This design comes from an exercise in tuning for small area on the open sky130 flow, not from production work.
Function not checked in this run: the RTL went through the layout flow alone.
No activity file was given, so power comes from the tool's default toggle rates.

File: flow/config.mk
export PLATFORM = sky130hd
export DESIGN_NAME = decode_stage_p
export DESIGN_NICKNAME = decode_stage_p
export VERILOG_FILES = /design/flow/design.v
export SDC_FILE = /design/flow/constraint.sdc
export NUM_CORES = 4
export LEC_CHECK = 0
export CAP_MARGIN = 20
export CORE_MARGIN = 2
export CORE_UTILIZATION = 40
export SLEW_MARGIN = 20
File: flow/constraint.sdc
create_clock -name core_clock -period 8.0 [get_ports {clk}]
set_input_delay 1.6000 -clock core_clock [delete_from_list [all_inputs] [get_ports {clk}]]
set_output_delay 1.6000 -clock core_clock [all_outputs]
set_load 0.01 [all_outputs]
File: flow/design.v
module decode_stage_p #(
    parameter int XLEN  = 32,
    parameter int NREG  = 32,
    parameter int CNT_W = 16
) (
    input  logic             clk,
    input  logic             rst,
    input  logic             in_valid,
    input  logic [31:0]      instr,
    input  logic [XLEN-1:0]  pc_plus4,
    input  logic             wb_we,
    input  logic [4:0]       wb_addr,
    input  logic [XLEN-1:0]  wb_data,
    input  logic             ex_memread,
    input  logic             ex_regwrite,
    input  logic [4:0]       ex_dst,
    input  logic             mem_memread,
    input  logic             mem_regwrite,
    input  logic [4:0]       mem_dst,
    input  logic [XLEN-1:0]  mem_alu,
    output logic             pc_write,
    output logic             ifid_write,
    output logic             ifid_flush,
    output logic             pc_src,
    output logic [XLEN-1:0]  branch_target,
    output logic             illegal_op,
    output logic [CNT_W-1:0] stall_cnt,
    output logic [CNT_W-1:0] flush_cnt,
    output logic             idex_valid,
    output logic [3:0]       idex_ex,
    output logic [2:0]       idex_m,
    output logic [1:0]       idex_wb,
    output logic [4:0]       idex_rs,
    output logic [4:0]       idex_rt,
    output logic [4:0]       idex_rd,
    output logic [XLEN-1:0]  idex_imm,
    output logic [XLEN-1:0]  idex_d1,
    output logic [XLEN-1:0]  idex_d2,
    output logic [XLEN-1:0]  idex_pc4
);
    localparam int AW = $clog2(NREG);
    typedef struct packed {
        logic [3:0] ex;
        logic [2:0] m;
        logic [1:0] wb;
    } ctrl_t;
    logic [5:0]      op;
    logic [4:0]      rs, rt, rd;
    logic [XLEN-1:0] imm;
    ctrl_t           ctrl;
    logic            illegal_dec, uses_rt, is_branch, is_beq;
    assign op  = instr[31:26];
    assign rs  = instr[25:21];
    assign rt  = instr[20:16];
    assign rd  = instr[15:11];
    assign imm = {{(XLEN-16){instr[15]}}, instr[15:0]};
    always_comb begin
        ctrl        = '0;
        illegal_dec = 1'b0;
        uses_rt     = 1'b0;
        case (op)
            6'h00:        begin ctrl = {4'b1100, 3'b000, 2'b10}; uses_rt = 1'b1; end
            6'h23:        ctrl = {4'b0001, 3'b010, 2'b11};
            6'h2B:        begin ctrl = {4'b0001, 3'b001, 2'b00}; uses_rt = 1'b1; end
            6'h08:        ctrl = {4'b0001, 3'b000, 2'b10};
            6'h04, 6'h05: begin ctrl = {4'b0010, 3'b100, 2'b00}; uses_rt = 1'b1; end
            default:      illegal_dec = 1'b1;
        endcase
    end
    assign is_branch = ctrl.m[2];
    assign is_beq    = (op == 6'h04);
    logic [XLEN-1:0] rf [NREG];
    logic [AW-1:0]   ra1, ra2, wa;
    logic [XLEN-1:0] rd1, rd2;
    assign ra1 = rs[AW-1:0];
    assign ra2 = rt[AW-1:0];
    assign wa  = wb_addr[AW-1:0];
    always_ff @(posedge clk or negedge rst) begin
        if (!rst) begin
            for (int i = 0; i < NREG; i++) rf[i] <= '0;
        end else if (wb_we && wa != '0) begin
            rf[wa] <= wb_data;
        end
    end
    always_comb begin
        rd1 = rf[ra1];
        rd2 = rf[ra2];
        if (ra1 == '0)                rd1 = '0;
        else if (wb_we && wa == ra1)  rd1 = wb_data;
        if (ra2 == '0)                rd2 = '0;
        else if (wb_we && wa == ra2)  rd2 = wb_data;
    end
    logic ex_rs, ex_rt, mem_rs, mem_rt;
    logic load_use, br_alu, br_load, stall, taken, eq;
    logic [XLEN-1:0] cmp_a, cmp_b;
    assign ex_rs  = (rs != 5'd0) && (ex_dst == rs);
    assign ex_rt  = (rt != 5'd0) && (ex_dst == rt);
    assign mem_rs = (rs != 5'd0) && (mem_dst == rs);
    assign mem_rt = (rt != 5'd0) && (mem_dst == rt);
    assign load_use = ex_memread && (ex_rs || (uses_rt && ex_rt));
    assign br_alu   = is_branch && ex_regwrite && (ex_rs || ex_rt);
    assign br_load  = is_branch && mem_memread && (mem_rs || mem_rt);
    assign stall    = in_valid && (load_use || br_alu || br_load);
    assign cmp_a = (mem_regwrite && !mem_memread && mem_rs) ? mem_alu : rd1;
    assign cmp_b = (mem_regwrite && !mem_memread && mem_rt) ? mem_alu : rd2;
    assign eq    = (cmp_a == cmp_b);
    assign taken = in_valid && is_branch && !stall && (is_beq ? eq : !eq);
    assign pc_write      = !stall;
    assign ifid_write    = !stall;
    assign pc_src        = taken;
    assign ifid_flush    = taken;
    assign branch_target = pc_plus4 + (imm << 2);
    logic issue;
    assign issue = in_valid && !stall && !illegal_dec;
    always_ff @(posedge clk or negedge rst) begin
        if (!rst) begin
            idex_valid <= 1'b0;
            idex_ex    <= '0;
            idex_m     <= '0;
            idex_wb    <= '0;
            idex_rs    <= '0;
            idex_rt    <= '0;
            idex_rd    <= '0;
            idex_imm   <= '0;
            idex_d1    <= '0;
            idex_d2    <= '0;
            idex_pc4   <= '0;
            illegal_op      <= 1'b0;
            stall_cnt       <= '0;
            flush_cnt       <= '0;
        end else begin
            idex_valid <= issue;
            idex_ex    <= issue ? ctrl.ex : 4'b0;
            idex_m     <= issue ? ctrl.m  : 3'b0;
            idex_wb    <= issue ? ctrl.wb : 2'b0;
            idex_rs    <= rs;
            idex_rt    <= rt;
            idex_rd    <= rd;
            idex_imm   <= imm;
            idex_d1    <= rd1;
            idex_d2    <= rd2;
            idex_pc4   <= pc_plus4;
            if (in_valid && illegal_dec) illegal_op <= 1'b1;
            if (stall && stall_cnt != '1) stall_cnt <= stall_cnt + {{(CNT_W-1){1'b0}}, 1'b1};
            if (taken && flush_cnt != '1) flush_cnt <= flush_cnt + {{(CNT_W-1){1'b0}}, 1'b1};
        end
    end
endmodule
File: flow/run.sh
#!/bin/bash
# synth_recipe.tcl (not shown) runs the flow's synth.tcl, then flattens the netlist and writes it again
# the make line also repeats each setting of config.mk as NAME=value (left out here)
make -C /OpenROAD-flow-scripts/flow DESIGN_CONFIG=/design/flow/config.mk WORK_HOME=/design/flow/orfs CLKGATE_MAP_FILE= SYNTH_SCRIPT=/design/flow/synth_recipe.tcl finish
==> qor.txt <==
synthesized area -> 0.06029 sq mm
status -> finished clean
Core Region -> 0.1498 sq mm
TritonCTS clock tree -> built
most frequent cells in the layout -> 1154 x dfrtp_1, 994 x mux2_2, 529 x buf_4, 518 x a22oi_1, 492 x and3_1
Skew-Pair Late Insertion Delay -> 0.80 ns
final core occ -> 51.05%
RSZ-0062 raised after global routing -> no
global route total overflow -> 0
layout cells sized above 1 -> 34.49%
final worst slack -> 0.3553 ns
overall die area -> 0.1538 sq mm
Worst Setup End Kind -> primary output
vias in the first global route -> 54.73k
Cell Area, Placed -> 0.07070 sq mm
LEAKAGE -> 35.02 nW
Net Count, Synth -> 5567
DR vias/cell -> 7.149
max_cap viols -> 0
Die Span Y -> 392.2 microns
Detail Route Antenna Nets -> 0
Slew HR -> 14.74%
design area -> 0.07646 sq mm
Worst Tran Pin Value -> 1.279 ns
Final Hold Fails -> 0
Final Max Slew Viols -> 0
DRT Wirelength -> 355600 microns
Seq/Total Area, Yosys -> 47.90%
DP Worst Slack -> -0.3998 ns
# nets final -> 6189
WHS -> 0.4624 ns
initial antenna violation count -> 38
Starting Density -> 40.25%
Setup-failing EPs final -> 0
Synth Register Bits -> 1154
DRC Markers -> 0
CTS clk-pin slew, worst paths -> 0.05 ns
initial drt markers -> 10.11k
unique cell type count in the Yosys netlist -> 89
DR WL/cell -> 43.66 microns
Req. time, crit path -> 6.40 ns
Routability Congestion -> 1.088
Setup crit start kind -> primary input
synth warn -> 2
CTS Hold Buffers Added -> 0
largest net degree at the start of global routing -> 167
Arrival @ worst endpoint -> 6.04 ns
mean post-synth cell area -> 11.20 sq um
critical path peak fanout -> 41
placed wire-length estimate -> 232200 microns
drt pass-1 iters -> 9
Port Buffer Count -> 372
Top Ports -> 373
area grow syn2layout -> 26.82%
Tightest Hold Check Type -> flop to flop
ys async rst share -> 100.0%
clk sinks -> 1154
CTS buffer count -> 137
most common cell after layout, fill and taps aside -> dfrtp_1
# H-tree levels -> 4
PwrDens -> 237.3 mW/mm^2
skew final -> 0.02854 ns
Fmax achieved -> 130.8 MHz
first-pass GRT wire length -> 475800 microns
Period Utilization, post-route -> 95.56%
clock buffer depth -> 3
number of flops mapped to enable cells by yosys -> 0
Post-synth top flop -> dfrtp_1
Root Driver -> clkbuf_16
Global Route Usage Sum -> 45.28%
crit path kind -> primary input to primary output
Tot Pwr -> 18.15 mW
Mapped Cells -> 5384
Worst VDD drop -> 0.0001704 V
Die Wd -> 392.2 microns
minimum clock period -> 7.645 ns
vias post-DR -> 58.23k
row cnt -> 142
==> metrics by stage <==
stage / TNS [ns] / instances
floorplan: 0 / 5384
global placement: -0.7591 / 7850
finish: 0 / 8145
global route: 0 / 8119
detailed placement: -0.7995 / 7852
CTS: 0 / 8098
==> what timing repair did <==
item,in CTS,in global routing
resized for setup,48,115
cloned,0,0
setup buffers,12,18
pin swaps,6,15
endpoints found under the setup margin,2,4
==> cells in the mapped netlist (31+ instances only) <==
master / instances / share of area (%)
buf_2: 74 / 0.61
nand3_1: 142 / 1.2
nand2_1: 162 / 1.0
nand3b_1: 33 / 0.41
dfrtp_1: 1154 / 48
buf_4: 38 / 0.47
buf_1: 60 / 0.37
and3_1: 493 / 5.1
a21oi_1: 79 / 0.66
xor2_1: 45 / 0.65
o21ai_0: 75 / 0.62
nand4_1: 117 / 1.2
a22oi_1: 522 / 6.5
clkbuf_1: 358 / 2.2
xnor2_1: 65 / 0.94
nand2b_1: 31 / 0.32
a221oi_1: 37 / 0.54
ha_1: 31 / 0.64
nor2_1: 153 / 0.95
mux2_2: 994 / 19
nor3_1: 40 / 0.33
o22ai_1: 37 / 0.38
nor4_1: 51 / 0.53
a2111oi_0: 151 / 2.2
inv_1: 72 / 0.45
==> worst paths after layout <==
| kind | startpoint | endpoint | slack [ns] | cells after the start |
|---|---|---|---|---|
| max reg2reg | rf[5][4] | flush_cnt[15] | 3.20 | 14 |
| min reg2reg | illegal_op | illegal_op | 0.46 | 1 |
| max in group asynchronous | rst | rf[12][11] | 5.14 | 3 |
| min in group asynchronous | rst | idex_rs[0] | 0.76 | 1 |
| max | instr[23] | pc_src | 0.36 | 18 |
| min | illegal_op | illegal_op | 0.46 | 1 |
==> state kept, by name (all words and copies together) (netlist names), 15 cells and up <==
signal and flops:
idex_d2 32, rf 992, idex_imm 15, flush_cnt 16, stall_cnt 16, idex_pc4 32
idex_d1 32
==> area by class of cell <==
class	count	area, sq um
multi-input combinational	3626	30160
inverter	72	274.0
clock buffer	193	4056
tap	2016	2522
clock inverter	41	583.1
fill	13350	73320
timing repair buffer	1015	9917
antenna	28	70.07
sequential	1154	28880
==> cell families after synthesis <==
group                      Yosys count  synth area share, %
adders and majority gates           32               0.6766
DFF                               1154                47.90
buffers and inverters              604                4.176
AOI/OAI and AO/OA                 1121                14.12
and+or+nand+nor                   1357                12.75
xor gates and xnor gates           110                1.598
muxes                             1006                18.77
==> worst max-delay path: stages <==
cell and delay (ns):
buf_2 0.20, buf_4 0.21, buf_4 0.16, and3_2 0.23
buf_12 0.21, and3_1 0.26, a2111oi_2 0.57, nand3_1 0.17
nor4_2 0.40, o31a_1 0.29, xor2_1 0.09, o22ai_1 0.15
o22ai_1 0.10, or4_4 0.61, o31ai_4 0.28, xnor2_1 0.12
nor2_1 0.15, dlymetal6s2s_1 0.18
==> layer usage <==
metal  GRT usage [%]  vias to the layer above  wire (microns)
met5               0                        -             109
met4           29.61                       16           29240
met3           19.30                     1649           50900
met1           57.12                    29410          132800
li1                -                    21780               -
met2           62.89                     5384          142500
==> where the power goes <==
group	total (mW)	internal (mW)	switching, mW
clock network	6.60	3.91	2.68
registers	8.08	6.91	1.17
logic	3.47	1.71	1.77
total	18.1	12.5	5.62

## re-timing with driven ports
The results above use ideal ports. As a check the final layout listed here was re-extracted and re-timed, cells and wires unchanged.
Step 1: set_driving_cell puts a clkbuf_16 on clk and a buf_2 on each other input, an assumption about the parent block.
Step 2, shift: input delay + t, output delay - t, t = (earliest + latest rising clock arrival at the registers) / 2. This alone moves slack from input paths to output paths.
a / b / c = ideal ports / drivers / drivers and shift; a / b = the first two.
t (ns): 0.860
setup slack, ns: 0.355 / 0.332 / 0.332
worst setup path after step 2: input to output
clock arrival spread, ns: 0.042 / 0.042
pins driven straight from the clock port: 1
After both steps this run still meets setup and hold. The setup slack of this run moves by -0.023 ns with the drivers and by -0.023 ns with both steps.
